Context: an optimization exercise on an open-source flow, tuned for small area and a short achievable clock period. The choices shown serve that exercise and are no tape-out recipe.
Where RTL was checked, it was by simulation tests only, not by an equivalence proof against the original.
For run 1, only the layout was checked, not whether the RTL still works.
Power is estimated from default activity; no workload was simulated.

==> design/flow/design.v <==
package branch_pkg;
  localparam int slot_count = 8;
  localparam int slot_idx_w = 3;
  localparam int count_w    = 4;
  localparam int data_w     = 32;
  localparam int offset_w   = 16;
  localparam logic [2:0] op_bjp   = 3'd4;
  localparam logic [1:0] cond_eq = 2'd0;
  localparam logic [1:0] cond_ne = 2'd1;
  localparam logic [1:0] cond_lt = 2'd2;
  localparam logic [1:0] cond_ge = 2'd3;
  localparam int inst_w   = 3 + 2 + data_w + offset_w + data_w + data_w;
  localparam int opr_lsb  = 0;
  localparam int opl_lsb  = data_w;
  localparam int off_lsb  = 2 * data_w;
  localparam int pc_lsb   = 2 * data_w + offset_w;
  localparam int cond_lsb = 3 * data_w + offset_w;
  localparam int op_lsb   = 3 * data_w + offset_w + 2;
  localparam int packet_w = slot_count * inst_w;
  localparam int issue_w = packet_w + count_w;
endpackage
`timescale 1ns/1ns
module branch_decode (
  input  logic                               w_IssueFifoFire_1,
  input  logic                               rstn,
  input  logic                               i_pkt_valid,
  input  logic [branch_pkg::packet_w-1:0]    i_pkt,
  output logic                               o_dec_valid,
  output logic [branch_pkg::packet_w-1:0]    o_dec,
  output logic [branch_pkg::slot_count-1:0]  o_first      
);
  localparam int W = branch_pkg::inst_w;
  localparam int N = branch_pkg::slot_count;
  function automatic logic [1:0] cmp32(input logic [31:0] a, input logic [31:0] b);
    logic [31:0] e, l;
    e = ~(a ^ b);
    l = ~a & b;
    l[31] = a[31] & ~b[31];
    for (int lv = 0; lv < 5; lv++) begin
      for (int k = 0; k < 32; k++) begin
        if (k % (2 << lv) == 0) begin
          l[k] = l[k+(1<<lv)] | (e[k+(1<<lv)] & l[k]);
          e[k] = e[k+(1<<lv)] & e[k];
        end
      end
    end
    cmp32 = {e[0], l[0]};
  endfunction
  logic [N-1:0] taken;
  logic [N-1:0] first;
  always_comb begin
    for (int i = 0; i < N; i++) begin
      logic [1:0] el;
      logic [1:0] c;
      el = cmp32(i_pkt[W*i+branch_pkg::opl_lsb +: 32], i_pkt[W*i+branch_pkg::opr_lsb +: 32]);
      c  = i_pkt[W*i+branch_pkg::cond_lsb +: 2];
      taken[i] = (i_pkt[W*i+branch_pkg::op_lsb +: 3] == branch_pkg::op_bjp) &&
                 (c[1] ? (el[0] ^ c[0]) : (el[1] ^ c[0]));
    end
    first[0] = taken[0];
    for (int i = 1; i < N; i++) begin
      first[i] = taken[i];
      for (int j = 0; j < i; j++) first[i] = first[i] & ~taken[j];
    end
  end
  always_ff @(posedge w_IssueFifoFire_1 or negedge rstn) begin
    if (!rstn) begin
      o_dec_valid <= 1'b0;
    end else begin
      o_dec_valid <= i_pkt_valid;
    end
  end
  always_ff @(posedge w_IssueFifoFire_1) begin
    o_dec   <= i_pkt;
    o_first <= first;
  end
endmodule
`timescale 1ns/1ns
module branch_execute (
  input  logic                               w_IssueFifoFire_1,
  input  logic                               rstn,
  input  logic                               i_dec_valid,
  input  logic [branch_pkg::packet_w-1:0]    i_dec,
  input  logic [branch_pkg::slot_count-1:0]  i_first,
  output logic                               o_exe_valid,
  output logic                               o_exe_taken,
  output logic [branch_pkg::packet_w-1:0]    o_exe,       
  output logic [branch_pkg::data_w-1:0]      o_target
);
  localparam int W = branch_pkg::inst_w;
  localparam int N = branch_pkg::slot_count;
  logic [N-1:0]                    keep;
  logic [branch_pkg::packet_w-1:0] issue_pkt;
  logic [31:0]                     pc_sel;
  logic [15:0]                     off_sel;
  logic [31:0]                     target;
  always_comb begin
    keep[0] = 1'b1;
    for (int i = 1; i < N; i++) begin
      keep[i] = 1'b1;
      for (int j = 0; j < i; j++) keep[i] = keep[i] & ~i_first[j];
    end
    pc_sel  = '0;
    off_sel = '0;
    for (int i = 0; i < N; i++) begin
      issue_pkt[W*i +: W] = i_dec[W*i +: W] & {W{keep[i]}};
      pc_sel  = pc_sel  | (i_dec[W*i+branch_pkg::pc_lsb  +: 32] & {32{i_first[i]}});
      off_sel = off_sel | (i_dec[W*i+branch_pkg::off_lsb +: 16] & {16{i_first[i]}});
    end
  end
  always_comb begin
    logic [31:0] b, g, p, gg, pp;
    b  = {{16{off_sel[15]}}, off_sel};
    g  = pc_sel & b;
    p  = pc_sel ^ b;
    gg = g;
    pp = p;
    for (int lv = 0; lv < 5; lv++) begin
      for (int k = 31; k >= 0; k--) begin
        if (k >= (1 << lv)) begin
          gg[k] = gg[k] | (pp[k] & gg[k-(1<<lv)]);
          pp[k] = pp[k] & pp[k-(1<<lv)];
        end
      end
    end
    target = p ^ {gg[30:0], 1'b0};
  end
  always_ff @(posedge w_IssueFifoFire_1 or negedge rstn) begin
    if (!rstn) begin
      o_exe_valid <= 1'b0;
      o_exe_taken <= 1'b0;
    end else begin
      o_exe_valid <= i_dec_valid;
      o_exe_taken <= i_dec_valid & (|i_first);
    end
  end
  always_ff @(posedge w_IssueFifoFire_1) begin
    o_exe    <= issue_pkt;
    o_target <= target;
  end
endmodule
`timescale 1ns/1ns
module branch_result (
  input  logic                               w_IssueFifoFire_1,
  input  logic                               rstn,
  input  logic                               i_exe_valid,
  input  logic                               i_exe_taken,
  input  logic [branch_pkg::packet_w-1:0]    i_exe,
  input  logic [branch_pkg::data_w-1:0]      i_target,
  output logic                               o_issue_valid,
  output logic [branch_pkg::issue_w-1:0]     o_issue,
  output logic                               o_redirect_valid,
  output logic [branch_pkg::data_w-1:0]      o_redirect
);
  logic [branch_pkg::count_w-1:0] count;
  always_comb begin
    count = '0;
    for (int i = 0; i < branch_pkg::slot_count; i++) begin
      count = count + {3'b0, (i_exe[branch_pkg::inst_w*i+branch_pkg::op_lsb +: 3] == branch_pkg::op_bjp)};
    end
  end
  always_ff @(posedge w_IssueFifoFire_1 or negedge rstn) begin
    if (!rstn) begin
      o_issue_valid    <= 1'b0;
      o_redirect_valid <= 1'b0;
    end else begin
      o_issue_valid    <= i_exe_valid;
      o_redirect_valid <= i_exe_taken;
    end
  end
  always_ff @(posedge w_IssueFifoFire_1) begin
    o_issue    <= {i_exe, count};
    o_redirect <= i_target;
  end
endmodule
`timescale 1ns/1ns
module branch_detect_top (
  input  logic          w_IssueFifoFire_1,
  input  logic          rstn,
  input  logic          i_pkt_valid,
  input  logic [935:0]  i_pkt,
  output logic          o_issue_valid,
  output logic [939:0]  o_issue,
  output logic          o_redirect_valid,
  output logic [31:0]   o_redirect
);
  logic                                dec_valid;
  logic [branch_pkg::packet_w-1:0]     dec;
  logic [branch_pkg::slot_count-1:0]   first;
  logic                                exe_valid;
  logic                                exe_taken;
  logic [branch_pkg::packet_w-1:0]     exe;
  logic [branch_pkg::data_w-1:0]       target;
  branch_decode u_decode (
    .w_IssueFifoFire_1 (w_IssueFifoFire_1),
    .rstn              (rstn),
    .i_pkt_valid       (i_pkt_valid),
    .i_pkt             (i_pkt),
    .o_dec_valid       (dec_valid),
    .o_dec             (dec),
    .o_first           (first)
  );
  branch_execute u_execute (
    .w_IssueFifoFire_1 (w_IssueFifoFire_1),
    .rstn              (rstn),
    .i_dec_valid       (dec_valid),
    .i_dec             (dec),
    .i_first           (first),
    .o_exe_valid       (exe_valid),
    .o_exe_taken       (exe_taken),
    .o_exe             (exe),
    .o_target          (target)
  );
  branch_result u_result (
    .w_IssueFifoFire_1 (w_IssueFifoFire_1),
    .rstn              (rstn),
    .i_exe_valid       (exe_valid),
    .i_exe_taken       (exe_taken),
    .i_exe             (exe),
    .i_target          (target),
    .o_issue_valid     (o_issue_valid),
    .o_issue           (o_issue),
    .o_redirect_valid  (o_redirect_valid),
    .o_redirect        (o_redirect)
  );
endmodule
==> design/flow/flow/run.sh <==
#!/bin/bash
# Standard ORFS layout with two placement options changed:
#  - every port still gets a buffer, but a small buf_1 instead of the
#    default pick (clkdlybuf4s50_1), which is larger and slower;
#  - pins may sit one routing track apart, which lets the die shrink.
set -uo pipefail
bash standard.sh \
  'BUFFER_PORTS_ARGS=-buffer_cell sky130_fd_sc_hd__buf_1' \
  'PLACE_PINS_ARGS=-min_distance 1 -min_distance_in_tracks' \
  finish > standard.log 2>&1
==> design/flow/standard.sh <==
#!/bin/bash
# synth_recipe.tcl (not shown) runs the flow's synth.tcl, then flattens the netlist and writes it again
# the make line also repeats each setting of config.mk as NAME=value (left out here)
make -C /OpenROAD-flow-scripts/flow DESIGN_CONFIG=/design/flow/config.mk WORK_HOME=/design/flow/orfs CLKGATE_MAP_FILE= SYNTH_SCRIPT=/design/flow/synth_recipe.tcl "${@:-finish}"
==> design/flow/config.mk <==
export PLATFORM = sky130hd
export DESIGN_NAME = branch_detect_top
export DESIGN_NICKNAME = branch_detect_top
export VERILOG_FILES = /design/flow/design.v
export SDC_FILE = /design/flow/constraint.sdc
export NUM_CORES = 4
export LEC_CHECK = 0
export CAP_MARGIN = 20
export CORE_AREA = 4 4 396 396
export DIE_AREA = 0 0 400 400
export SLEW_MARGIN = 20
==> design/flow/constraint.sdc <==
create_clock -name core_clock -period 8.0 [get_ports {w_IssueFifoFire_1}]
set_input_delay 1.6000 -clock core_clock [delete_from_list [all_inputs] [get_ports {w_IssueFifoFire_1}]]
set_output_delay 1.6000 -clock core_clock [all_outputs]
set_load 0.01 [all_outputs]
==> results of run 1 <==
power by group through the flow:
| stage | Combinational [W] | Sequential [W] | Clock (W) |
|---|---|---|---|
| 2_1_floorplan | 0.000847 | 0.0165 | 0 |
| 3_3_place_gp | 0.00247 | 0.0164 | 0 |
| 3_5_place_dp | 0.00249 | 0.0165 | 0 |
| 4_1_cts | 0.00250 | 0.0162 | 0.0135 |
worst max path at each step:
stage / start / end / slack, ps
detailed placement: i_pkt[384] / u_decode.o_first[7] / 3140
global placement: i_pkt[384] / u_decode.o_first[7] / 3120
CTS: u_decode.o_first[0] / u_execute.o_target[30] / 3100
floorplan: u_decode.o_first[0] / u_execute.o_target[30] / 3870
per-layer routing:
layer / track usage / overflow
met1: 0.3339 / 0
met2: 0.4737 / 6
met3: 0.1677 / 0
met4: 0.3315 / 5
met5: 0.01078 / 0
synthesized netlist by cell type (all sizes together), types with 7 or more instances:
master	count
nor2b	132
a31oi	10
nor3	29
and2	705
o31ai	7
o21ai	59
nor4	13
xnor2	16
a22oi	195
o21a	15
a21oi	103
a211oi	16
and3	9
nand2b	8
nand4	103
o2111ai	7
xor2	9
dfxtp	2884
clkbuf	121
nor3b	14
nand2	62
inv	299
buf	12
ha	290
a21o	57
nand3	16
nor2	52
per-stage QoR:
step | area, µm² | hold slack, ps | power [W] | std cells
3_5_place_dp | 83390 | 312.1 | 0.01894 | 9145
2_1_floorplan | 73990 | 309.6 | 0.01739 | 5319
4_1_cts | 92770 | 289.9 | 0.03211 | 9632
3_3_place_gp | 83390 | 309.6 | 0.01890 | 9145
logic make-up after synthesis:
| group | Yosys count | synth area share |
|---|---|---|
| buffers and inverters | 432 | 0.02202 |
| AO/OA/AOI/OAI | 515 | 0.04743 |
| multiplexers | 6 | 0.0008624 |
| flip-flops | 2889 | 0.7820 |
| AND/OR/NAND/NOR | 1157 | 0.09433 |
| adder cells (fa/ha/maj) | 295 | 0.05039 |
| XOR/XNOR | 25 | 0.002959 |
==> results.cfg, run 1 <==
[status]
run_status = stopped before the end
haltStage = global routing (5_1_grt)
stop_error = [ERROR GRT-0116] Global routing finished with congestion. Check the congestion regions in the DRC Viewer.

[placement]
dpl.hpwl_mm = 202.6
preCtsSetupSlack_ps = 3136
port_buffers = 1912
globalplace.congestion = 1.005

[yosys]
synth_area_leader_cell = dfxtp_1
synth_top_area_frac = 0.7803
synth_top_flop_cell = dfxtp_1
synthesis.nets = 6553
synth_area_leaders = dfxtp_1 78%, and2_1 6.0%, ha_1 4.9%
async_flop_share = 0.001731
syn_inst = 5319
synth_edf_count = 0
yosysSeqAreaShare = 0.7820
synth_area_per_cell_um2 = 13.91
synthesis.area_um2 = 73990
ys_ff_latch = 2889
ys.warnings.count = 3
synth_cell_type_count = 66

[global_routing]
grt-ovfl-total = 11
grt_start_max_net_pins = 97
grt_pass1_vias = 49030
grt_pass1_wl_mm = 359.6
grtUsageTotal = 0.3283

[floorplan]
die_y_um = 400
rows = 143
start_util = 0.4859
io_pins = 1913
die_w_um = 400

[cts]
cts_resized = 0
cts_buffers = 291
root_buffer = clkbuf_16
cts_max_level = 5
clock-sinks = 2889
clock_path_buffers = 4
postCtsSetupBuffers = 0
cts_hold_buf = 0
==> inputs of run 2 (changes only) <==
--- a/design/flow/design.v
+++ b/design/flow/design.v
@@ -29,3 +29,3 @@
   output logic [branch_pkg::packet_w-1:0]    o_dec,
-  output logic [branch_pkg::slot_count-1:0]  o_first      
+  output logic [branch_pkg::slot_count-1:0]  o_taken      
 );
@@ -49,3 +49,2 @@
   logic [N-1:0] taken;
-  logic [N-1:0] first;
   always_comb begin
@@ -59,7 +58,2 @@
     end
-    first[0] = taken[0];
-    for (int i = 1; i < N; i++) begin
-      first[i] = taken[i];
-      for (int j = 0; j < i; j++) first[i] = first[i] & ~taken[j];
-    end
   end
@@ -74,3 +68,3 @@
     o_dec   <= i_pkt;
-    o_first <= first;
+    o_taken <= taken;
   end
@@ -83,3 +77,3 @@
   input  logic [branch_pkg::packet_w-1:0]    i_dec,
-  input  logic [branch_pkg::slot_count-1:0]  i_first,
+  input  logic [branch_pkg::slot_count-1:0]  i_taken,
   output logic                               o_exe_valid,
@@ -87,3 +81,4 @@
   output logic [branch_pkg::packet_w-1:0]    o_exe,       
-  output logic [branch_pkg::data_w-1:0]      o_target
+  output logic [branch_pkg::data_w-1:0]      o_pc,
+  output logic [branch_pkg::offset_w-1:0]    o_off
 );
@@ -92,2 +87,3 @@
   logic [N-1:0]                    keep;
+  logic [N-1:0]                    first;
   logic [branch_pkg::packet_w-1:0] issue_pkt;
@@ -95,3 +91,2 @@
   logic [15:0]                     off_sel;
-  logic [31:0]                     target;
   always_comb begin
@@ -100,4 +95,5 @@
       keep[i] = 1'b1;
-      for (int j = 0; j < i; j++) keep[i] = keep[i] & ~i_first[j];
-    end
+      for (int j = 0; j < i; j++) keep[i] = keep[i] & ~i_taken[j];
+    end
+    first = i_taken & keep;
     pc_sel  = '0;
@@ -106,22 +102,5 @@
       issue_pkt[W*i +: W] = i_dec[W*i +: W] & {W{keep[i]}};
-      pc_sel  = pc_sel  | (i_dec[W*i+branch_pkg::pc_lsb  +: 32] & {32{i_first[i]}});
-      off_sel = off_sel | (i_dec[W*i+branch_pkg::off_lsb +: 16] & {16{i_first[i]}});
-    end
-  end
-  always_comb begin
-    logic [31:0] b, g, p, gg, pp;
-    b  = {{16{off_sel[15]}}, off_sel};
-    g  = pc_sel & b;
-    p  = pc_sel ^ b;
-    gg = g;
-    pp = p;
-    for (int lv = 0; lv < 5; lv++) begin
-      for (int k = 31; k >= 0; k--) begin
-        if (k >= (1 << lv)) begin
-          gg[k] = gg[k] | (pp[k] & gg[k-(1<<lv)]);
-          pp[k] = pp[k] & pp[k-(1<<lv)];
-        end
-      end
-    end
-    target = p ^ {gg[30:0], 1'b0};
+      pc_sel  = pc_sel  | (i_dec[W*i+branch_pkg::pc_lsb  +: 32] & {32{first[i]}});
+      off_sel = off_sel | (i_dec[W*i+branch_pkg::off_lsb +: 16] & {16{first[i]}});
+    end
   end
@@ -133,3 +112,3 @@
       o_exe_valid <= i_dec_valid;
-      o_exe_taken <= i_dec_valid & (|i_first);
+      o_exe_taken <= i_dec_valid & (|i_taken);
     end
@@ -138,3 +117,4 @@
     o_exe    <= issue_pkt;
-    o_target <= target;
+    o_pc     <= pc_sel;
+    o_off    <= off_sel;
   end
@@ -148,3 +128,4 @@
   input  logic [branch_pkg::packet_w-1:0]    i_exe,
-  input  logic [branch_pkg::data_w-1:0]      i_target,
+  input  logic [branch_pkg::data_w-1:0]      i_pc,
+  input  logic [branch_pkg::offset_w-1:0]    i_off,
   output logic                               o_issue_valid,
@@ -156,6 +137,21 @@
   always_comb begin
-    count = '0;
+    logic [7:0] b;
+    logic       s0, c0, s1, c1, s2, c2, s3, c3, x1, x2;
     for (int i = 0; i < branch_pkg::slot_count; i++) begin
-      count = count + {3'b0, (i_exe[branch_pkg::inst_w*i+branch_pkg::op_lsb +: 3] == branch_pkg::op_bjp)};
-    end
+      b[i] = (i_exe[branch_pkg::inst_w*i+branch_pkg::op_lsb +: 3] == branch_pkg::op_bjp);
+    end
+    s0 = b[0] ^ b[1] ^ b[2];
+    c0 = (b[0] & b[1]) | (b[0] & b[2]) | (b[1] & b[2]);
+    s1 = b[3] ^ b[4] ^ b[5];
+    c1 = (b[3] & b[4]) | (b[3] & b[5]) | (b[4] & b[5]);
+    s2 = b[6] ^ b[7];
+    c2 = b[6] & b[7];
+    s3 = s0 ^ s1 ^ s2;
+    c3 = (s0 & s1) | (s0 & s2) | (s1 & s2);
+    x1 = c0 ^ c1 ^ c2;
+    x2 = (c0 & c1) | (c0 & c2) | (c1 & c2);
+    count[0] = s3;
+    count[1] = x1 ^ c3;
+    count[2] = x2 ^ (x1 & c3);
+    count[3] = x2 & x1 & c3;
   end
@@ -172,3 +168,3 @@
     o_issue    <= {i_exe, count};
-    o_redirect <= i_target;
+    o_redirect <= i_pc + {{16{i_off[15]}}, i_off};
   end
@@ -188,3 +184,3 @@
   logic [branch_pkg::packet_w-1:0]     dec;
-  logic [branch_pkg::slot_count-1:0]   first;
+  logic [branch_pkg::slot_count-1:0]   taken;
   logic                                exe_valid;
@@ -192,3 +188,4 @@
   logic [branch_pkg::packet_w-1:0]     exe;
-  logic [branch_pkg::data_w-1:0]       target;
+  logic [branch_pkg::data_w-1:0]       pc;
+  logic [branch_pkg::offset_w-1:0]     off;
   branch_decode u_decode (
@@ -200,3 +197,3 @@
     .o_dec             (dec),
-    .o_first           (first)
+    .o_taken           (taken)
   );
@@ -207,3 +204,3 @@
     .i_dec             (dec),
-    .i_first           (first),
+    .i_taken           (taken),
     .o_exe_valid       (exe_valid),
@@ -211,3 +208,4 @@
     .o_exe             (exe),
-    .o_target          (target)
+    .o_pc              (pc),
+    .o_off             (off)
   );
@@ -219,3 +217,4 @@
     .i_exe             (exe),
-    .i_target          (target),
+    .i_pc              (pc),
+    .i_off             (off),
     .o_issue_valid     (o_issue_valid),
--- a/design/flow/config.mk
+++ b/design/flow/config.mk
@@ -8,4 +8,4 @@
 export CAP_MARGIN = 20
-export CORE_AREA = 4 4 396 396
-export DIE_AREA = 0 0 400 400
+export CORE_AREA = 4 4 436 436
+export DIE_AREA = 0 0 440 440
 export SLEW_MARGIN = 20
==> run 2 against run 1 <==
Net effect: the run again fails in global routing (5_1_grt); synthesized area increased by 2.5%; synthesized cell count up 7.8%.
==> results.cfg, run 2 <==
[status]
run_status = stopped before the end
haltStage = global routing (5_1_grt)
stop_error = [ERROR GRT-0116] Global routing finished with congestion. Check the congestion regions in the DRC Viewer.

[floorplan]
die_w_um = 440
io_pins = 1913
die_y_um = 440
rows = 158
start_util = 0.4092

[yosys]
synth_cell_type_count = 62
synth_top_area_frac = 0.7651
ys.warnings.count = 3
synth_area_leader_cell = dfxtp_1
synth_top_flop_cell = dfxtp_1
yosysSeqAreaShare = 0.7668
yosysMostFrequentCell = dfxtp_1
synthesis.nets = 6966
async_flop_share = 0.001721
ys_ff_latch = 2905
synth_edf_count = 0
synth_area_leaders = dfxtp_1 77%, and2_1 5.8%, ha_1 4.8%
synthesis.area_um2 = 75880
synth_area_per_cell_um2 = 13.23
synth_common_cells = 2900 x dfxtp_1, 709 x and2_1, 295 x nand2_1, 289 x ha_1, 282 x inv_1
syn_inst = 5733

[cts]
cts_max_level = 5
root_buffer = clkbuf_16
clock_path_buffers = 4
cts_hold_buf = 0
postCtsSetupBuffers = 0
clock-sinks = 2905
cts_buffers = 301
cts_resized = 0

[placement]
dpl.hpwl_mm = 224.1
globalplace.congestion = 1.030
preCtsSetupSlack_ps = 4222
port_buffers = 1912

[global_routing]
grt_start_max_net_pins = 101
grtUsageTotal = 0.2906
grt_pass1_vias = 51412
grt-ovfl-total = 9
grt_pass1_wl_mm = 386.2
-- run 2: cell types whose count changed after synthesis, sizes merged, moves of 48 or more --
cell,previous run,this run
a21oi,103,271
a22oi,195,1
mux2i,6,55
nand2,62,295
nand3b,4,55
nand4,103,41
nor2,52,100
o21ai,59,109
-- run 2: layer usage --
metal  overflow  track usage
met4          4       0.2992
met5          0      0.02772
met2          5       0.4133
met3          0       0.1377
met1          0       0.3040
-- run 2: worst min path at each step --
stage | startpoint | end | cells after the start
CTS | u_execute.o_exe[441] | u_result.o_issue[445] | 0
floorplan | u_decode.o_dec[0] | u_execute.o_exe[0] | 0
global placement | u_execute.o_exe[178] | u_result.o_issue[182] | 0
detailed placement | u_execute.o_exe[530] | u_result.o_issue[534] | 0
-- run 2: kinds of logic after synthesis --
| kind of cell | count (synthesis) | synth area share |
|---|---|---|
| and+or+nand+nor | 1441 | 0.1064 |
| adders and majority gates | 294 | 0.04898 |
| DFF | 2905 | 0.7668 |
| AOI/OAI and AO/OA | 559 | 0.04424 |
| buffers and inverters | 450 | 0.02299 |
| muxes | 55 | 0.007256 |
| xor gates and xnor gates | 29 | 0.003347 |
-- run 2: metrics by stage --
| stage | area [µm²] | util | std cells |
|---|---|---|---|
| CTS | 95450 | 0.5148 | 10495 |
| detailed placement | 85690 | 0.4621 | 9979 |
| global placement | 85690 | 0.4621 | 9979 |
| floorplan | 75880 | - | 5733 |
-- run 2: power by group through the flow --
stage                     clock network, W  registers [W]  logic (W)
after detailed placement                 0         0.0164    0.00245
after floorplan                          0         0.0165   0.000858
after CTS                           0.0140         0.0161    0.00247
after global placement                   0         0.0164    0.00245
==> inputs of run 3 (changes only) <==
--- a/design/flow/config.mk
+++ b/design/flow/config.mk
@@ -9,2 +9,3 @@
 export CORE_AREA = 4 4 436 436
+export CTS_BUF_LIST = sky130_fd_sc_hd__clkbuf_4 sky130_fd_sc_hd__clkbuf_8
 export DIE_AREA = 0 0 440 440
==> run 3 against run 2 <==
Net effect: the flow again stops in global routing (5_1_grt); synthesized area did not move; synthesized cell count is the same.
==> results.cfg, run 3 <==
[floorplan]
start_util = 0.4092
die_y_um = 440
rows = 158
io_pins = 1913
die_w_um = 440

[yosys]
ys_ff_latch = 2905
synth_top_flop_cell = dfxtp_1
synth_common_cells = 2900 x dfxtp_1, 709 x and2_1, 295 x nand2_1, 289 x ha_1, 282 x inv_1
synth_area_leaders = dfxtp_1 77%, and2_1 5.8%, ha_1 4.8%
synth_cell_type_count = 62
synthesis.area_um2 = 75880
synthesis.nets = 6966
synth_top_area_frac = 0.7651
synth_area_leader_cell = dfxtp_1
ys.warnings.count = 3
synth_edf_count = 0
yosysMostFrequentCell = dfxtp_1
syn_inst = 5733
async_flop_share = 0.001721
yosysSeqAreaShare = 0.7668
synth_area_per_cell_um2 = 13.23

[placement]
dpl.hpwl_mm = 224.1
globalplace.congestion = 1.030
preCtsSetupSlack_ps = 4222
port_buffers = 1912

[cts]
cts_max_level = 5
cts_hold_buf = 0
clock-sinks = 2905
clock_path_buffers = 4
root_buffer = clkbuf_8
cts_resized = 0
postCtsSetupBuffers = 0
cts_buffers = 452

[global_routing]
grtUsageTotal = 0.2905
grt_pass1_vias = 52529
grt-ovfl-total = 11
grt_start_max_net_pins = 101
grt_pass1_wl_mm = 387.0

[status]
stop_error = [ERROR GRT-0116] Global routing finished with congestion. Check the congestion regions in the DRC Viewer.
run_status = stopped before the end
haltStage = global routing (5_1_grt)
==> run 3: cell counts after synthesis <==
Identical to the previous run, type by type.
==> run 3: how the worst max path moves through the flow <==
stage / startpoint / endpoint / slack [ps] / depth (start not counted)
floorplan: i_pkt[647] / u_decode.o_taken[5] / 4830 / 8
CTS: u_result.o_issue[554] / o_issue[554] / 4430 / 1
detailed placement: i_pkt[616] / u_decode.o_taken[5] / 4220 / 9
global placement: i_pkt[616] / u_decode.o_taken[5] / 4290 / 9
==> run 3: metal layers <==
metal,overflow,global-route usage
met4,3,0.3048
met2,8,0.4144
met5,0,0.01310
met1,0,0.3027
met3,0,0.1362
==> run 3: metrics by stage <==
stage | instances | hold WS, ps | utilization | area (µm²)
detailed placement | 9979 | 312.1 | 0.4621 | 85690
floorplan | 5733 | 309.6 | - | 75880
global placement | 9979 | 309.6 | 0.4621 | 85690
CTS | 10756 | 231.5 | 0.5135 | 95220
==> run 3: kinds of logic after synthesis <==
| group | synth area share |
|---|---|
| AO/OA/AOI/OAI | 0.04424 |
| XOR/XNOR | 0.003347 |
| adder cells (fa/ha/maj) | 0.04898 |
| buffers and inverters | 0.02299 |
| flip-flops | 0.7668 |
| multiplexers | 0.007256 |
| AND/OR/NAND/NOR | 0.1064 |
==> run 3: power groups by stage <==
| stage | logic, W | clock network [W] | registers (W) |
|---|---|---|---|
| after global placement | 0.00245 | 0 | 0.0164 |
| after floorplan | 0.000858 | 0 | 0.0165 |
| after CTS | 0.00247 | 0.0131 | 0.0161 |
| after detailed placement | 0.00245 | 0 | 0.0164 |
==> inputs of run 4 (changes only) <==
--- a/design/flow/config.mk
+++ b/design/flow/config.mk
@@ -8,5 +8,4 @@
 export CAP_MARGIN = 20
-export CORE_AREA = 4 4 436 436
-export CTS_BUF_LIST = sky130_fd_sc_hd__clkbuf_4 sky130_fd_sc_hd__clkbuf_8
-export DIE_AREA = 0 0 440 440
+export CORE_AREA = 4 4 496 496
+export DIE_AREA = 0 0 500 500
 export SLEW_MARGIN = 20
==> run 4 against run 3 <==
Net effect: the run again fails in global routing (5_1_grt); synthesized area unchanged; synthesized cell count unchanged.
==> results.cfg, run 4 <==
[status]
run_status = stopped before the end
stop_error = [ERROR GRT-0116] Global routing finished with congestion. Check the congestion regions in the DRC Viewer.
haltStage = global routing (5_1_grt)

[yosys]
synth_area_leaders = dfxtp_1 77%, and2_1 5.8%, ha_1 4.8%
synth_top_area_frac = 0.7651
synth_top_family_by_area = simple AND/OR/NAND/NOR gates
yosysSeqAreaShare = 0.7668
synthesis.area_um2 = 75880
synth_edf_count = 0
synth_fa_ha_area_frac = 0.04898
synth_top_flop_cell = dfxtp_1
synth_cell_type_count = 62
synth-xor-area-share = 0.003348
synth_common_cells = 2900 x dfxtp_1, 709 x and2_1, 295 x nand2_1, 289 x ha_1, 282 x inv_1
ys.warnings.count = 3
synth_area_per_cell_um2 = 13.23
synth_area_leader_cell = dfxtp_1
syn_inst = 5733
synth_simple_gate_area_frac = 0.1064
ys_ff_latch = 2905
synthMuxAreaShare = 0.007256
synth-compound-area-share = 0.04424
yosysMostFrequentCell = dfxtp_1
synthesis.nets = 6966
async_flop_share = 0.001721

[cts]
root_buffer = clkbuf_16
clock_path_buffers = 4
cts_hold_buf = 0
cts_max_level = 5
cts_buffers = 313
cts_resized = 0
postCtsSetupBuffers = 0
clock-sinks = 2905

[global_routing]
grt-ovfl-total = 10
grtUsageTotal = 0.2406
grt_pass1_wl_mm = 411.2
grt_pass1_vias = 52853
grt_start_max_net_pins = 137

[placement]
dpl.hpwl_mm = 240.4
port_buffers = 1912
globalplace.congestion = 1.037
preCtsSetupSlack_ps = 3571

[floorplan]
rows = 180
io_pins = 1913
start_util = 0.3152
die_w_um = 500
die_y_um = 500
-- run 4: power by group through the flow --
stage	combinational [W]	clock (W)	sequential, W
after floorplan	0.000858	0	0.0165
after global placement	0.00245	0	0.0165
after detailed placement	0.00246	0	0.0165
after CTS	0.00247	0.0151	0.0162
-- run 4: how the worst max path moves through the flow --
stage | startpoint | endpoint | slack (ps)
3_3_place_gp | i_pkt[47] | u_decode.o_taken[0] | 3610
2_1_floorplan | i_pkt[647] | u_decode.o_taken[5] | 4830
3_5_place_dp | i_pkt[47] | u_decode.o_taken[0] | 3570
4_1_cts | u_decode.o_taken[1] | u_execute.o_exe[928] | 4400
-- run 4: logic make-up after synthesis --
logic type,after synthesis
buffers and inverters,450
muxes,55
xor gates and xnor gates,29
adders and majority gates,294
AOI/OAI and AO/OA,559
and+or+nand+nor,1441
DFF,2905
-- run 4: through the flow --
step | cell area [µm²] | std cells | utilization | hold slack, ps | power (W)
after CTS | 97200 | 11234 | 0.4037 | 259.9 | 0.03372
after floorplan | 75880 | 5733 | - | 309.6 | 0.01738
after global placement | 86580 | 10683 | 0.3596 | 309.7 | 0.01892
after detailed placement | 86580 | 10683 | 0.3596 | 312.1 | 0.01895
-- run 4: metal layers --
layer,GRT usage,GRT overflow
met5,0.01216,0
met4,0.2236,4
met3,0.1235,0
met2,0.3450,6
met1,0.2539,0
==> inputs of run 5 (changes only) <==
==> design/flow/flow/run.sh (replaced) <==
#!/bin/bash
# Standard ORFS layout, except that every port gets a small buf_1 as its
# buffer instead of the default pick (clkdlybuf4s50_1), which is larger
# and slower.
set -uo pipefail
bash standard.sh \
  'BUFFER_PORTS_ARGS=-buffer_cell sky130_fd_sc_hd__buf_1' \
  finish > standard.log 2>&1
--- a/design/flow/config.mk
+++ b/design/flow/config.mk
@@ -8,4 +8,5 @@
 export CAP_MARGIN = 20
-export CORE_AREA = 4 4 496 496
-export DIE_AREA = 0 0 500 500
+export CORE_AREA = 4 4 566 566
+export CTS_BUF_LIST = sky130_fd_sc_hd__clkbuf_4 sky130_fd_sc_hd__clkbuf_8
+export DIE_AREA = 0 0 570 570
 export SLEW_MARGIN = 20
==> run 5 against run 4 <==
Net effect: the run now finishes clean; synthesized area stayed put; synthesized cell count stayed put.
==> results.cfg, run 5 <==
[timing]
hold_viol_final = 0
worst_slew_pin_slew_ps = 1133
layout_setup_ws_ps = 4034
fin_crit_ps = 3966
max_freq_ghz = 0.2522
slew_headroom = 0.2391
final-max-slew-violation-count = 0
rsz0062_at_grt = false
skew_ps = 60.26
fin_setup_tns_ps = 0
final-setup-viol-count = 0
min_period_over_period = 0.4957

[yosys]
yosysMostFrequentCell = dfxtp_1
synth_area_leader_cell = dfxtp_1
synthesis.nets = 6966
synth_edf_count = 0
ys_ff_latch = 2905
synth_area_per_cell_um2 = 13.23
synth_top_flop_cell = dfxtp_1
synth_cell_type_count = 62
async_flop_share = 0.001721
synthesis.area_um2 = 75880
syn_inst = 5733
synth_top_area_frac = 0.7651
yosysSeqAreaShare = 0.7668
synth_common_cells = 2900 x dfxtp_1, 709 x and2_1, 295 x nand2_1, 289 x ha_1, 282 x inv_1
synth_area_leaders = dfxtp_1 77%, and2_1 5.8%, ha_1 4.8%
ys.warnings.count = 3

[setup_path]
end_kind = flip-flop
reg2reg_slack_ps = 4030
crit_required_ps = 8880
crit_arrival_ps = 4850
start_kind = flip-flop
regToRegEndpoint = u_execute.o_exe_taken
r2r_cells = 6
crit_fanout = 65
worstSetupEndpoint = u_execute.o_exe_taken
worstSetupPathType = reg -> reg
startpoint = u_decode.o_taken[0]
r2r_start = u_decode.o_taken[0]

[global_routing]
grt_pass1_vias = 49551
antenna_found_initial = 131
grtUsageTotal = 0.2158
grt-ovfl-total = 0
grt_pass1_wl_mm = 464.2
grt_start_max_net_pins = 90

[cells_and_area]
reg.largest.list = u_result.o_issue x940, u_decode.o_dec x936, u_execute.o_exe x936
final_cell_mix = 2892 x dfxtp_1, 1911 x buf_1, 709 x and2_1
syn2layout_area_growth_pct = 30.10
final_common_cell = dfxtp_1
largest_reg_flops = 940
fill_cells = 32137
drive_gt1_frac = 0.1085
regMostFlops = u_result.o_issue
final_net_count = 9220
multi_input_area_um2 = 15980
seq_area_um2 = 58210

[cts]
cts_hold_buf = 0
cts_buffers = 457
cts_resized = 0
postCtsSetupBuffers = 0
clkTransAtPathRegs_ps = 70
clock-sinks = 2905
clock_path_buffers = 4
clkLatencyLatePin_ps = 1060
root_buffer = clkbuf_8
cts_tree = done
cts_max_level = 5

[drt]
wl_per_cell_um = 29.31
first_pass_iters = 5
finalWirelength_mm = 368.6
drt_iter0_drc = 3909
route.detailed.drc = 0
via_count = 50510
ant_nets = 0
avgViaCountPerCell = 4.016

[pwr]
peakVddDrop_v = 0.0002058
internal_power_w = 0.02446
powerDensity_nw_per_um2 = 335.2
pwr-share-comb = 0.080
seqPwrFrac = 0.494
leakage_nw = 40.66
switching_power_w = 0.008623
pwr-share-clk = 0.426
p_sw_frac = 0.2606

[placement]
globalplace.congestion = 1.007
dpl.hpwl_mm = 305.5
port_buffers = 1912
preCtsSetupSlack_ps = 3915

[floorplan]
die_y_um = 570
die-area_um2 = 324900
die_w_um = 570
start_util = 0.2411
rows = 206
core_um2 = 314700
io_pins = 1913

[status]
run_status = timing/DRC/antenna clean

[flow_run]
cap_viol_max_count = 0

[hold_path]
min_path_type = reg -> reg
run 5: cell counts after synthesis:
No cell type changed its count.
run 5: final cells by class:
cell class	instances	area share
inverter	282	0.01072
sequential	2905	0.5897
tap	4160	0.05273
timing repair buffer	1963	0.07698
antenna	56	0.001420
clock inverter	129	0.01606
clock buffer	703	0.09047
multi-input combinational	2378	0.1619
run 5: power by group through the flow:
| stage | logic, W | clock network (W) | registers, W |
|---|---|---|---|
| CTS | 0.00271 | 0.0144 | 0.0164 |
| global placement | 0.00269 | 0 | 0.0166 |
| floorplan | 0.000858 | 0 | 0.0165 |
| global route | 0.00284 | 0.0150 | 0.0164 |
| detailed placement | 0.00270 | 0 | 0.0166 |
| finish | 0.00264 | 0.0141 | 0.0164 |
run 5: logic make-up (layout without fill, tap and decap cells):
logic type | Yosys count | after routing | share of synthesized area
simple gates | 1441 | 1441 | 0.1064
flops | 2905 | 2905 | 0.7668
xor+xnor | 29 | 29 | 0.003347
fa+ha+maj | 294 | 294 | 0.04898
compound gates | 559 | 559 | 0.04424
buf+inv | 450 | 3077 | 0.02299
mux | 55 | 55 | 0.007256
other cells | 0 | 56 | 0
run 5: per-layer routing:
metal,GRT usage,wire length [µm]
met4,0.1167,21680
met2,0.3478,168700
met5,0,317
met3,0.08028,36380
met1,0.2480,141500
run 5: worst min-delay path by stage:
stage                               startpoint                    end  slack [ps]  depth (start not counted)
after floorplan              u_decode.o_dec[0]     u_execute.o_exe[0]         310                          0
after global placement    u_execute.o_exe[713]  u_result.o_issue[717]         310                          0
after detailed placement    u_execute.o_exe[3]    u_result.o_issue[7]         310                          0
after CTS                                 rstn  u_execute.o_exe_taken         210                          1
after global routing      u_execute.o_exe[717]  u_result.o_issue[721]         270                          0
final                     u_execute.o_exe[744]  u_result.o_issue[748]         290                          0
run 5: critical path, stage by stage, from the launching register on:
cell	delay (ps)
dfxtp_4	490
or3_4	600
nor4_4	160
buf_4	520
and2b_4	770
buf_4	680
a21boi_0	200
run 5: stage by stage:
step / utilization / instance area (µm²) / total power (W) / hold slack [ps] / cells
3_5_place_dp: 0.2798 / 88060 / 0.01935 / 312.1 / 11688
4_1_cts: 0.3132 / 98570 / 0.03347 / 213.2 / 12520
2_1_floorplan: - / 75880 / 0.01738 / 309.6 / 5733
3_3_place_gp: 0.2797 / 88040 / 0.01934 / 309.7 / 11687
6_report: 0.3137 / 98710 / 0.03309 / 285.9 / 12576
5_1_grt: 0.3134 / 98630 / 0.03429 / 272.6 / 12541
==> inputs of run 6 (changes only) <==
--- a/design/flow/config.mk
+++ b/design/flow/config.mk
@@ -8,5 +8,7 @@
 export CAP_MARGIN = 20
-export CORE_AREA = 4 4 566 566
-export CTS_BUF_LIST = sky130_fd_sc_hd__clkbuf_4 sky130_fd_sc_hd__clkbuf_8
-export DIE_AREA = 0 0 570 570
+export CORE_AREA = 4 4 556 556
+export CTS_CLUSTER_DIAMETER = 60
+export CTS_CLUSTER_SIZE = 30
+export DIE_AREA = 0 0 560 560
+export SETUP_SLACK_MARGIN = 5
 export SLEW_MARGIN = 20
==> run 6 against run 5 <==
Net effect: critical path depth is 5 lower; synthesized cell count unchanged; first-iteration DRC count up 3.6%; design area increased by 7.1%; flip-flop and latch count is the same; wire length is 9.7% higher; maximum frequency rose by 28%; combinational power is 31% higher; global-route usage rose by 3.2 points; clock-buffer cell count decreased by 457; sequential power about the same; sequential share of layout area decreased by 2.5 points.
==> results.cfg, run 6 <==
[flow_run]
cap_viol_max_count = 0

[global_routing]
grt_start_max_net_pins = 90
grt_pass1_vias = 51021
grt_pass1_wl_mm = 514.0
antenna_found_initial = 171
grtUsageTotal = 0.2478
grt-ovfl-total = 0

[cells_and_area]
final_common_cell = dfxtp_1
largest_reg_flops = 940
fill_cells = 29923
final_cell_mix = 2030 x dfxtp_1, 938 x buf_1, 795 x buf_6
multi_input_area_um2 = 16500
fin_cells = 11983
final_net_count = 8992
regMostFlops = u_result.o_issue
seq_area_um2 = 59680
reg.largest.list = u_result.o_issue x940, u_decode.o_dec x936, u_execute.o_exe x936
syn2layout_area_growth_pct = 39.36
drive_gt1_frac = 0.3009

[yosys]
synth_top_flop_cell = dfxtp_1
synth_top_family_by_area = simple AND/OR/NAND/NOR gates
synthesis.nets = 6966
yosysMostFrequentCell = dfxtp_1
synth_area_leaders = dfxtp_1 77%, and2_1 5.8%, ha_1 4.8%
synth_fa_ha_area_frac = 0.04898
synth_simple_gate_area_frac = 0.1064
synth_edf_count = 0
synth-compound-area-share = 0.04424
synth_cell_type_count = 62
synth-xor-area-share = 0.003348
synth_common_cells = 2900 x dfxtp_1, 709 x and2_1, 295 x nand2_1, 289 x ha_1, 282 x inv_1
synthMuxAreaShare = 0.007256
ys_ff_latch = 2905
yosysSeqAreaShare = 0.7668
ys.warnings.count = 3
synth_area_per_cell_um2 = 13.23
synthesis.area_um2 = 75880
synth_area_leader_cell = dfxtp_1
syn_inst = 5733
synth_top_area_frac = 0.7651
async_flop_share = 0.001721

[floorplan]
core_um2 = 303000
die_w_um = 560
io_pins = 1913
die-area_um2 = 313600
die_y_um = 560
rows = 202
start_util = 0.2504

[setup_path]
crit_arrival_ps = 1490
path_cells = buf_6
crit_required_ps = 6400
start_kind = flip-flop
crit_family = flip-flops
worst-path-buf-inv = 1
worstSetupPathType = reg -> out
crit_slowest_cell = dfxtp_4
end_kind = output pin
crit_fanout = 1
max_stage_delay_ps = 440

[drt]
first_pass_iters = 5
via_count = 50170
route.detailed.drc = 0
finalWirelength_mm = 404.2
ant_nets = 0
avgViaCountPerCell = 4.187
wl_per_cell_um = 33.73
drt_iter0_drc = 4048

[pwr]
power_w = 0.03307
leakage_nw = 44.18
powerDensity_nw_per_um2 = 312.7
peakVddDrop_v = 0.0002297

[status]
run_status = timing/DRC/antenna clean

[timing]
rsz0062_at_grt = true
fin_crit_ps = 3094
fin_setup_tns_ps = 0
worst_slew_pin_slew_ps = 908.1
min_period_over_period = 0.3868
hold_viol_final = 0
final-max-slew-violation-count = 0
final-setup-viol-count = 0
max_freq_ghz = 0.3232
slew_headroom = 0.3946
whs_ps = 269.6
skew_ps = 110.8

[cts]
root_buffer = clkbuf_16
cts_tree = done
clkTransAtPathRegs_ps = 100
clock_path_buffers = 4
clock-sinks = 2905
cts_hold_buf = 0
cts_buffers = 229
cts_max_level = 4
clkLatencyLatePin_ps = 930

[placement]
port_buffers = 1912
globalplace.congestion = 0.9945
dpl.cell_count = 11502
dpl.hpwl_mm = 338.5

[hold_path]
min_path_type = reg -> reg
run 6: cell counts after synthesis:
No cell type changed its count.
run 6: power by group:
part	switching, W	internal, W	total [W]
Clock	0.00658	0.00629	0.0129
Combinational	0.00196	0.00151	0.00347
Sequential	0.000921	0.0158	0.0167
run 6: cell families (layout without fill, tap and decap cells):
group	count (synthesis)	count (layout)
flops	2905	2905
simple gates	1441	1443
compound gates	559	559
buf+inv	450	2671
fa+ha+maj	294	294
mux	55	55
xor+xnor	29	29
other cells	0	49
run 6: per-stage QoR:
| step | utilization | worst slack (ps) | cell area [µm²] |
|---|---|---|---|
| global placement | 0.2909 | 3754 | 88160 |
| detailed placement | 0.2910 | 3677 | 88180 |
| floorplan | - | 4997 | 76240 |
| CTS | 0.3467 | 4770 | 105100 |
| finish | 0.3489 | 4906 | 105700 |
| global route | 0.3486 | 4799 | 105600 |
run 6: timing repair:
action,CTS,global route
setup buffers,1,1
gates cloned,2,0
endpoints found under the hold margin,0,0
setup endpoints to repair,1190,968
gates resized for setup,3369,140
pin swaps,2,2
run 6: cell type report:
| class | count | share of cell area |
|---|---|---|
| Clock buffer | 246 | 0.05627 |
| Multi-Input combinational cell | 2380 | 0.1560 |
| Timing Repair Buffer | 1961 | 0.1386 |
| Tap cell | 3978 | 0.04707 |
| Clock inverter | 182 | 0.02646 |
| Sequential cell | 2905 | 0.5644 |
| Inverter | 282 | 0.01001 |
| Antenna cell | 49 | 0.001160 |
run 6: path summary, 6_finish.rpt:
check	depth (start not counted)	start	endpoint	slack (ps)
hold reg to reg	0	u_execute.o_exe[865]	u_result.o_issue[869]	270
min in group asynchronous	1	rstn	u_decode.o_dec_valid	670
setup / recovery	1	u_result.o_issue[443]	o_issue[443]	4910
hold / removal	0	u_execute.o_exe[865]	u_result.o_issue[869]	270
setup reg to reg	5	u_decode.o_taken[0]	u_execute.o_exe[726]	5100
max in group asynchronous	1	rstn	u_execute.o_exe_taken	6890
run 6: routing by layer:
metal | GRT usage | vias up | routed length [µm]
met2 | 0.4298 | 2286 | 198300
met4 | 0.1229 | 36 | 23880
met1 | 0.2863 | 24527 | 155600
li1 | - | 22644 | -
met3 | 0.05680 | 677 | 26230
met5 | 0 | - | 244
==> inputs of run 7 (changes only) <==
--- a/design/flow/config.mk
+++ b/design/flow/config.mk
@@ -12,3 +12,2 @@
 export DIE_AREA = 0 0 560 560
-export SETUP_SLACK_MARGIN = 5
 export SLEW_MARGIN = 20
==> run 7 against run 6 <==
Net effect: via count down 3.7%; flip-flop and latch count unchanged; synthesized cell count unchanged; combinational power down 22%; design area down 9.0%; critical path type unchanged; die area unchanged; cell count down 0.53%; critical endpoint is now o_issue[909]; synthesized area unchanged; still clean.
==> results.cfg, run 7 <==
[cts]
root_buffer = clkbuf_16
cts_buffers = 212
cts_hold_buf = 0
cts_tree = done
clock_path_buffers = 4
clkTransAtPathRegs_ps = 110
cts_resized = 0
clkLatencyLatePin_ps = 940
postCtsSetupBuffers = 0
cts_max_level = 4
clock-sinks = 2905

[yosys]
synth_area_leader_cell = dfxtp_1
ys_ff_latch = 2905
yosysSeqAreaShare = 0.7668
synthesis.nets = 6966
yosysMostFrequentCell = dfxtp_1
synth_area_leaders = dfxtp_1 77%, and2_1 5.8%, ha_1 4.8%
synth_area_per_cell_um2 = 13.23
synth_top_flop_cell = dfxtp_1
synth_top_area_frac = 0.7651
synthesis.area_um2 = 75880
syn_inst = 5733
ys.warnings.count = 3
synth_edf_count = 0
async_flop_share = 0.001721
synth_common_cells = 2900 x dfxtp_1, 709 x and2_1, 295 x nand2_1, 289 x ha_1, 282 x inv_1
synth_cell_type_count = 62

[drt]
ant_nets = 0
via_count = 48310
drt_iter0_drc = 4089
first_pass_iters = 6
route.detailed.drc = 0
finalWirelength_mm = 374.1
avgViaCountPerCell = 4.053
wl_per_cell_um = 31.38

[cells_and_area]
regMostFlops = u_result.o_issue
reg.largest.list = u_result.o_issue x940, u_decode.o_dec x936, u_execute.o_exe x936
syn2layout_area_growth_pct = 26.80
final_cell_mix = 2892 x dfxtp_1, 1896 x buf_1, 709 x and2_1
design_area_um2 = 96210
drive_gt1_frac = 0.05774
final_common_cell = dfxtp_1
largest_reg_flops = 940
final_net_count = 8957
fin_cells = 11920

[setup_path]
r2r_cells = 9
crit_family = buffers and inverters
end_kind = output pin
crit_slowest_cell = buf_1
worstSetupPathType = reg -> out
max_stage_delay_ps = 800
r2r_start = u_execute.o_pc[0]
path_cells = buf_1
start_kind = flip-flop
worst-path-buf-inv = 1
worst-path-stages = 1
crit_arrival_ps = 2070
crit_fanout = 1
crit_required_ps = 6400
startpoint = u_result.o_issue[909]

[pwr]
pwr-share-comb = 0.086
pwr-share-clk = 0.395
internal_power_w = 0.02237
switching_power_w = 0.009086
p_sw_frac = 0.2888
peakVddDrop_v = 0.0002234
leakage_nw = 39.03
powerDensity_nw_per_um2 = 327.0
seqPwrFrac = 0.519
power_w = 0.03146

[timing]
fin_crit_ps = 3668
min_period_over_period = 0.4585
slew_headroom = 0.2703
fin_setup_tns_ps = 0
hold_viol_final = 0
rsz0062_at_grt = false
max_freq_ghz = 0.2726
final-setup-viol-count = 0
worst_slew_pin_slew_ps = 1099
final-max-slew-violation-count = 0
layout_setup_ws_ps = 4332
skew_ps = 111.7

[floorplan]
die-area_um2 = 313600
rows = 202
io_pins = 1913
core_um2 = 303000
die_w_um = 560
die_y_um = 560
start_util = 0.2504

[placement]
preCtsSetupSlack_ps = 3880
port_buffers = 1912
placed_area_um2 = 87720
globalplace.congestion = 0.9993
dpl.hpwl_mm = 315.1
dpl.cell_count = 11488

[flow_run]
cap_viol_max_count = 0

[status]
run_status = timing/DRC/antenna clean

[global_routing]
grt_pass1_wl_mm = 470.7
grt-ovfl-total = 0
grt_util_met2 = 0.3889
grt_use_met3 = 0.06459
grtUsageTotal = 0.2282
grt_pass1_vias = 46709
grt_start_max_net_pins = 90
antenna_found_initial = 134
top_usage_layer = met2
use_met1 = 0.2635

[hold_path]
holdPathStages = 0
min_path_type = reg -> reg
min_from = u_execute.o_exe[795]
-- run 7: cell type report --
type | instances | area (µm²)
Antenna cell | 45 | 112.6
Clock buffer | 221 | 5410
Clock inverter | 166 | 2975
Fill cell | 31045 | 206800
Inverter | 282 | 1059
Multi-Input combinational cell | 2378 | 15980
Sequential cell | 2905 | 58210
Tap cell | 3978 | 4977
Timing Repair Buffer | 1945 | 7485
-- run 7: final timing paths --
| path | endpoint | slack, ps |
|---|---|---|
| hold / removal | u_result.o_issue[799] | 290 |
| min in group asynchronous | u_decode.o_dec_valid | 610 |
| setup reg to reg | u_result.o_redirect[10] | 4490 |
| max in group asynchronous | u_result.o_issue_valid | 7160 |
| hold reg to reg | u_result.o_issue[799] | 290 |
| setup / recovery | o_issue[909] | 4330 |
-- run 7: cells by family (layout without fill, tap and decap cells) --
| kind of cell | count (synthesis) | count (layout) | synth area share |
|---|---|---|---|
| AO/OA/AOI/OAI | 559 | 559 | 0.04424 |
| buffers and inverters | 450 | 2614 | 0.02299 |
| multiplexers | 55 | 55 | 0.007256 |
| AND/OR/NAND/NOR | 1441 | 1441 | 0.1064 |
| other | 0 | 45 | 0 |
| adder cells (fa/ha/maj) | 294 | 294 | 0.04898 |
| flip-flops | 2905 | 2905 | 0.7668 |
| XOR/XNOR | 29 | 29 | 0.003347 |
-- run 7: through the flow --
step           utilization  hold WS, ps
2_1_floorplan            -        309.6
3_3_place_gp        0.2895        309.8
3_5_place_dp        0.2895        312.1
4_1_cts             0.3171        302.5
5_1_grt             0.3173        307.1
6_report            0.3175        290.6
-- run 7: power by group through the flow --
stage / logic (W) / registers [W] / clock network [W]
floorplan: 0.000858 / 0.0165 / 0
global placement: 0.00276 / 0.0167 / 0
detailed placement: 0.00277 / 0.0167 / 0
CTS: 0.00278 / 0.0163 / 0.0127
global route: 0.00288 / 0.0164 / 0.0132
finish: 0.00270 / 0.0163 / 0.0124
-- run 7: routing by layer --
metal	wire [µm]	vias up
met5	267	-
met4	20620	46
met3	28420	551
met2	179900	2058
met1	144800	23149
li1	-	22506
==> inputs of run 8 (changes only) <==
--- a/design/flow/config.mk
+++ b/design/flow/config.mk
@@ -8,6 +8,7 @@
 export CAP_MARGIN = 20
-export CORE_AREA = 4 4 556 556
-export CTS_CLUSTER_DIAMETER = 60
-export CTS_CLUSTER_SIZE = 30
-export DIE_AREA = 0 0 560 560
+export CORE_AREA = 4 4 996 216
+export CTS_CLUSTER_DIAMETER = 50
+export CTS_CLUSTER_SIZE = 25
+export DIE_AREA = 0 0 1000 220
+export SETUP_SLACK_MARGIN = 5
 export SLEW_MARGIN = 20
==> run 8 against run 7 <==
Net effect: still clean on timing, DRC and antenna; register-to-register slack better by 490 ps; power is 13% lower; sequential share of layout area is 1.9 points higher; global-route usage rose by 5.8 points; cell count is 12% lower; setup slack gained 600 ps; largest cell class unchanged.
==> results.cfg, run 8 <==
[drt]
ant_nets = 0
finalWirelength_mm = 329.8
route.detailed.drc = 0
wl_per_cell_um = 31.29
first_pass_iters = 5
drt_iter0_drc = 4716
avgViaCountPerCell = 4.631
via_count = 48806

[placement]
dpl.cell_count = 10307
port_buffers = 1912
globalplace.congestion = 1.166
dpl.hpwl_mm = 273.5

[status]
run_status = timing/DRC/antenna clean

[global_routing]
grtUsageTotal = 0.2862
grt_pass1_wl_mm = 418.4
grt_pass1_vias = 46177
grt-ovfl-total = 0
antenna_found_initial = 134
grt_start_max_net_pins = 118

[yosys]
synth_common_cells = 2900 x dfxtp_1, 709 x and2_1, 295 x nand2_1, 289 x ha_1, 282 x inv_1
synthesis.area_um2 = 75880
ys_ff_latch = 2905
ys.warnings.count = 3
synth_area_leader_cell = dfxtp_1
async_flop_share = 0.001721
syn_inst = 5733
synth_area_leaders = dfxtp_1 77%, and2_1 5.8%, ha_1 4.8%
yosysSeqAreaShare = 0.7668
synth_top_flop_cell = dfxtp_1
synth_area_per_cell_um2 = 13.23
synth_cell_type_count = 62
yosysMostFrequentCell = dfxtp_1
synthesis.nets = 6966
synth_edf_count = 0
synth_top_area_frac = 0.7651

[setup_path]
worstSetupPathType = reg -> out
startpoint = u_result.o_issue[820]
worstSetupEndpoint = o_issue[820]
max_stage_delay_ps = 490
worst-path-buf-inv = 1
crit_required_ps = 6400
start_kind = flip-flop
crit_family = flip-flops
regToRegEndpoint = u_result.o_redirect[31]
reg2reg_slack_ps = 4980
crit_arrival_ps = 1470
r2r_cells = 8
r2r_start = u_execute.o_off[3]
worst-path-stages = 1
path_cells = buf_6
end_kind = output pin
crit_fanout = 1
crit_slowest_cell = dfxtp_4

[cts]
clock-sinks = 2905
cts_buffers = 143
clock_path_buffers = 4
clkTransAtPathRegs_ps = 120
cts_max_level = 4
clkLatencyLatePin_ps = 860
root_buffer = clkbuf_16
cts_tree = done

[timing]
min_period_over_period = 0.3839
rsz0062_at_grt = true
fin_crit_ps = 3071
skew_ps = 56.34
max_freq_ghz = 0.3256
fin_setup_tns_ps = 0
worst_slew_pin_slew_ps = 999.3
slew_headroom = 0.3338
whs_ps = 302.8
final-max-slew-violation-count = 0
hold_viol_final = 0
final-setup-viol-count = 0

[floorplan]
die-area_um2 = 220000
die_w_mm = 1.000
rows = 77
io_pins = 1913
die_y_um = 220
start_util = 0.3653
core_um2 = 207700

[hold_path]
min_from = u_execute.o_exe[487]
min_path_type = reg -> reg

[pwr]
powerDensity_nw_per_um2 = 291.8
leakage_nw = 40.27
peakVddDrop_v = 0.0001510
internal_power_w = 0.02014
seqPwrFrac = 0.599
switching_power_w = 0.007309
p_sw_frac = 0.2663
pwr-share-clk = 0.291
pwr-share-comb = 0.110

[cells_and_area]
reg.largest.list = u_result.o_issue x940, u_decode.o_dec x936, u_execute.o_exe x936
drive_gt1_frac = 0.1885
final_net_count = 8886
seq_area_um2 = 58680
regMostFlops = u_result.o_issue
fill_cells = 19506
multi_input_area_um2 = 16540
syn2layout_area_growth_pct = 23.98
largest_reg_flops = 940
fin_cells = 10539
final_common_cell = dfxtp_1
final_cell_mix = 2634 x dfxtp_1, 1001 x buf_1, 703 x and2_1

[flow_run]
cap_viol_max_count = 0
[run 8: cell counts after synthesis]
No cell type changed its count.
[run 8: kinds of logic (layout without fill, tap and decap cells)]
logic type | after synthesis | after routing | share of synthesized area
adders and majority gates | 294 | 294 | 0.04898
and+or+nand+nor | 1441 | 1442 | 0.1064
buffers and inverters | 450 | 2388 | 0.02299
DFF | 2905 | 2905 | 0.7668
xor gates and xnor gates | 29 | 29 | 0.003347
muxes | 55 | 55 | 0.007256
other | 0 | 63 | 0
AOI/OAI and AO/OA | 559 | 559 | 0.04424
[run 8: how the worst min path moves through the flow]
| stage | cells past startpoint | endpoint |
|---|---|---|
| CTS | 0 | u_result.o_issue[717] |
| global placement | 0 | u_result.o_issue[184] |
| detailed placement | 0 | u_result.o_issue[723] |
| floorplan | 0 | u_execute.o_exe[0] |
| global route | 0 | u_result.o_issue[568] |
| finish | 0 | u_result.o_issue[491] |
[run 8: worst register-to-register path: stages, from the launching register on]
cell	delay, ps
dfxtp_1	420
ha_1	470
o211ai_1	150
o21bai_1	580
o211ai_1	430
a211oi_1	390
o31ai_2	100
buf_4	210
xnor2_1	160
[run 8: timing repair]
item,in CTS,in global routing
hold buffers,0,0
endpoints found under the setup margin,992,474
cloned,0,1
pin swaps,3,4
buffers inserted,2,2
gates resized for setup,1459,365
[run 8: through the flow]
stage,cell area (µm²),worst slack [ps],util,power [W]
floorplan,76240,4997,-,0.01740
finish,94070,4929,0.4529,0.02745
global placement,86510,3547,0.4165,0.01932
global route,93970,4837,0.4524,0.02841
CTS,93080,4859,0.4481,0.02745
detailed placement,86540,3542,0.4166,0.01933
[run 8: final cells by class]
class                      instances  share of cell area
sequential                      2905              0.6238
multi-input combinational       2379              0.1758
timing repair buffer            1942              0.1101
clock buffer                     152             0.03885
tap                             2804             0.03730
inverter                         282             0.01125
antenna                           63            0.001676
clock inverter                    12            0.001184
[run 8: power groups by stage]
stage          Combinational, W  Clock [W]  Sequential, W
6_report                0.00302    0.00799         0.0164
5_1_grt                 0.00316    0.00873         0.0165
4_1_cts                 0.00293    0.00813         0.0164
3_5_place_dp            0.00265          0         0.0167
3_3_place_gp            0.00264          0         0.0167
2_1_floorplan          0.000874          0         0.0165
[run 8: per-layer routing]
layer | wire [µm] | global-route usage | vias up
li1 | - | - | 22190
met1 | 146000 | 0.3955 | 24342
met2 | 144600 | 0.4320 | 1786
met3 | 30480 | 0.09905 | 444
met4 | 8070 | 0.06687 | 44
met5 | 616 | 0 | -
==> inputs of run 9 (changes only) <==
--- a/design/flow/config.mk
+++ b/design/flow/config.mk
@@ -12,2 +12,3 @@
 export DIE_AREA = 0 0 1000 220
+export PLACE_DENSITY = 0.5
 export SETUP_SLACK_MARGIN = 5
==> run 9 against run 8 <==
Net effect: still clean on timing, DRC and antenna; combinational power decreased by 12%; clock power decreased by 1%; via count decreased by 5.4%; die area unchanged; clock skew decreased by 17 ps; core utilization decreased by 0.77 points; non-clock buffer count decreased by 6; sequential share of layout area increased by 0.83 points; register-to-register slack improved by 40 ps; clock-buffer cell count increased by 2; largest power group unchanged.
==> results.cfg, run 9 <==
[yosys]
synth_top_flop_cell = dfxtp_1
yosysSeqAreaShare = 0.7668
synth_common_cells = 2900 x dfxtp_1, 709 x and2_1, 295 x nand2_1, 289 x ha_1, 282 x inv_1
ys.warnings.count = 3
synthesis.nets = 6966
ys_ff_latch = 2905
synth_cell_type_count = 62
synthesis.area_um2 = 75880
synth_edf_count = 0
synth_area_leader_cell = dfxtp_1
synth_area_leaders = dfxtp_1 77%, and2_1 5.8%, ha_1 4.8%
async_flop_share = 0.001721
yosysMostFrequentCell = dfxtp_1
synth_top_area_frac = 0.7651
synth_area_per_cell_um2 = 13.23
syn_inst = 5733

[timing]
layout_setup_ws_ps = 4955
final-max-slew-violation-count = 0
min_period_over_period = 0.3806
slew_headroom = 0.2608
worst_slew_pin_slew_ps = 1109
max_freq_ghz = 0.3285
hold_viol_final = 0
fin_crit_ps = 3045
final-setup-viol-count = 0
rsz0062_at_grt = true
whs_ps = 300.3
fin_setup_tns_ps = 0
skew_ps = 39.70

[cells_and_area]
final_common_cell = dfxtp_1
regMostFlops = u_result.o_issue
final_net_count = 8879
final_cell_mix = 2759 x dfxtp_1, 1077 x buf_1, 705 x and2_1
largest_reg_flops = 940
drive_gt1_frac = 0.1598
syn2layout_area_growth_pct = 21.86
reg.largest.list = u_result.o_issue x940, u_decode.o_dec x936, u_execute.o_exe x936

[global_routing]
grt-ovfl-total = 0
grt_pass1_wl_mm = 356.5
top_usage_layer = met2
antenna_found_initial = 61
use_met1 = 0.2951
grtUsageTotal = 0.2350
grt_util_met2 = 0.4264
grt_pass1_vias = 44903
grt_start_max_net_pins = 156
grt_use_met3 = 0.04248

[floorplan]
die_w_mm = 1.000
core_um2 = 207700
die_y_um = 220
io_pins = 1913
start_util = 0.3653
die-area_um2 = 220000
rows = 77

[drt]
route.detailed.drc = 0
finalWirelength_mm = 273.0
ant_nets = 0
via_count = 46171
wl_per_cell_um = 25.96
avgViaCountPerCell = 4.391
first_pass_iters = 5
drt_iter0_drc = 3128

[setup_path]
r2r_cells = 5
crit_required_ps = 6400
crit_family = flip-flops
worst-path-buf-inv = 1
crit_slowest_cell = dfxtp_4
path_cells = buf_6
worst-path-stages = 1
end_kind = output pin
start_kind = flip-flop
worstSetupPathType = reg -> out
crit_arrival_ps = 1440
crit_fanout = 1
max_stage_delay_ps = 460

[cts]
clock_path_buffers = 4
cts_tree = done
root_buffer = clkbuf_16
clkLatencyLatePin_ps = 850
cts_hold_buf = 0
clock-sinks = 2905
cts_buffers = 142
clkTransAtPathRegs_ps = 100
cts_max_level = 4

[pwr]
leakage_nw = 39.63
powerDensity_nw_per_um2 = 289.3
peakVddDrop_v = 0.0001556

[hold_path]
holdPathStages = 0
min_path_type = reg -> reg

[placement]
port_buffers = 1912
globalplace.congestion = 0.9523
dpl.hpwl_mm = 219.4
preCtsSetupSlack_ps = 3778

[flow_run]
cap_viol_max_count = 0

[status]
run_status = timing/DRC/antenna clean
-- run 9: final cells by class --
type                    instances  area, µm²
diodes                         50      125.1
clock buffers                 154       3682
clock inverters                 5      46.29
fillers                     19525     115300
inverters                     282       1059
multi-input cells            2379      16440
flip-flops and latches       2905      58440
well taps                    2804       3508
repair buffers               1936       9160
-- run 9: what timing repair did --
action                                 CTS  global route
resized for setup                      997           247
pin swaps                                0             4
setup endpoints to repair              893           499
endpoints found under the hold margin    0             0
buffers inserted                         0             3
cloned                                   0             1
-- run 9: layer usage --
metal  routed length (µm)  share of wire
met1               112300           0.41
met2               140700           0.52
met3                14270          0.052
met4                 5640          0.021
met5                   83        0.00030
-- run 9: final timing paths --
| path | start | to | slack (ps) |
|---|---|---|---|
| max reg2reg | u_decode.o_taken[2] | u_execute.o_exe[763] | 5020 |
| max | u_result.o_issue[765] | o_issue[765] | 4960 |
| min | u_execute.o_exe[37] | u_result.o_issue[41] | 300 |
| max in group asynchronous | rstn | u_decode.o_dec_valid | 7200 |
| min reg2reg | u_execute.o_exe[37] | u_result.o_issue[41] | 300 |
| min in group asynchronous | rstn | u_result.o_redirect_valid | 600 |
-- run 9: report_power, final --
group / internal [W] / total, W / switching (W)
clock network: 0.00331 / 0.00790 / 0.00459
logic: 0.000992 / 0.00266 / 0.00167
registers: 0.0157 / 0.0162 / 0.000489
total: 0.0200 / 0.0268 / 0.00675
-- run 9: cell families (layout without fill, tap and decap cells) --
kind of cell | count (synthesis) | in the layout | synth area share
fa+ha+maj | 294 | 294 | 0.04898
flops | 2905 | 2905 | 0.7668
other cells | 0 | 50 | 0
mux | 55 | 55 | 0.007256
buf+inv | 450 | 2377 | 0.02299
compound gates | 559 | 559 | 0.04424
simple gates | 1441 | 1442 | 0.1064
xor+xnor | 29 | 29 | 0.003347
-- run 9: metrics by stage --
stage | util | total power (W) | cells | instance area [µm²]
floorplan | - | 0.01740 | 5733 | 76240
global placement | 0.4163 | 0.01896 | 10302 | 86480
detailed placement | 0.4164 | 0.01897 | 10302 | 86490
CTS | 0.4420 | 0.02695 | 10461 | 91820
global route | 0.4448 | 0.02783 | 10484 | 92380
finish | 0.4451 | 0.02675 | 10515 | 92460

-- afterwards: timing with drivers on the ports --
The flow's constraints put no driver on any port. The routed layouts listed below were extracted and timed again, unchanged, in two steps. Step 1: set_driving_cell puts a clkbuf_16 on w_IssueFifoFire_1 and a buf_2 on each other input, an assumption about the parent block. Step 2 also shifts input and output timing later by t, the mid clock arrival at the registers, as if the neighbouring blocks saw the same clock. Slacks: ideal / step 1 / step 2; pairs: ideal / step 1.
run	t, ns	slack for setup (ns)	hold WS [ns]	worst slew at a driven data input, ns
run 5	1.133	4.034 / 4.034 / 3.699	0.286 / 0.286 / 0.286	0.31
run 6	0.973	4.906 / 4.815 / 4.110	0.270 / 0.270 / 0.270	0.35
run 7	0.980	4.332 / 4.234 / 3.688	0.291 / 0.291 / 0.291	0.33
run 8	0.953	4.929 / 4.815 / 4.054	0.303 / 0.303 / 0.303	0.31
run 9	0.934	4.955 / 4.845 / 4.222	0.300 / 0.300 / 0.300	0.16
After both steps setup and hold are still met in every run listed. The setup slack of run 8, which loses most, moves by -0.114 ns with the drivers and by -0.875 ns with both steps.
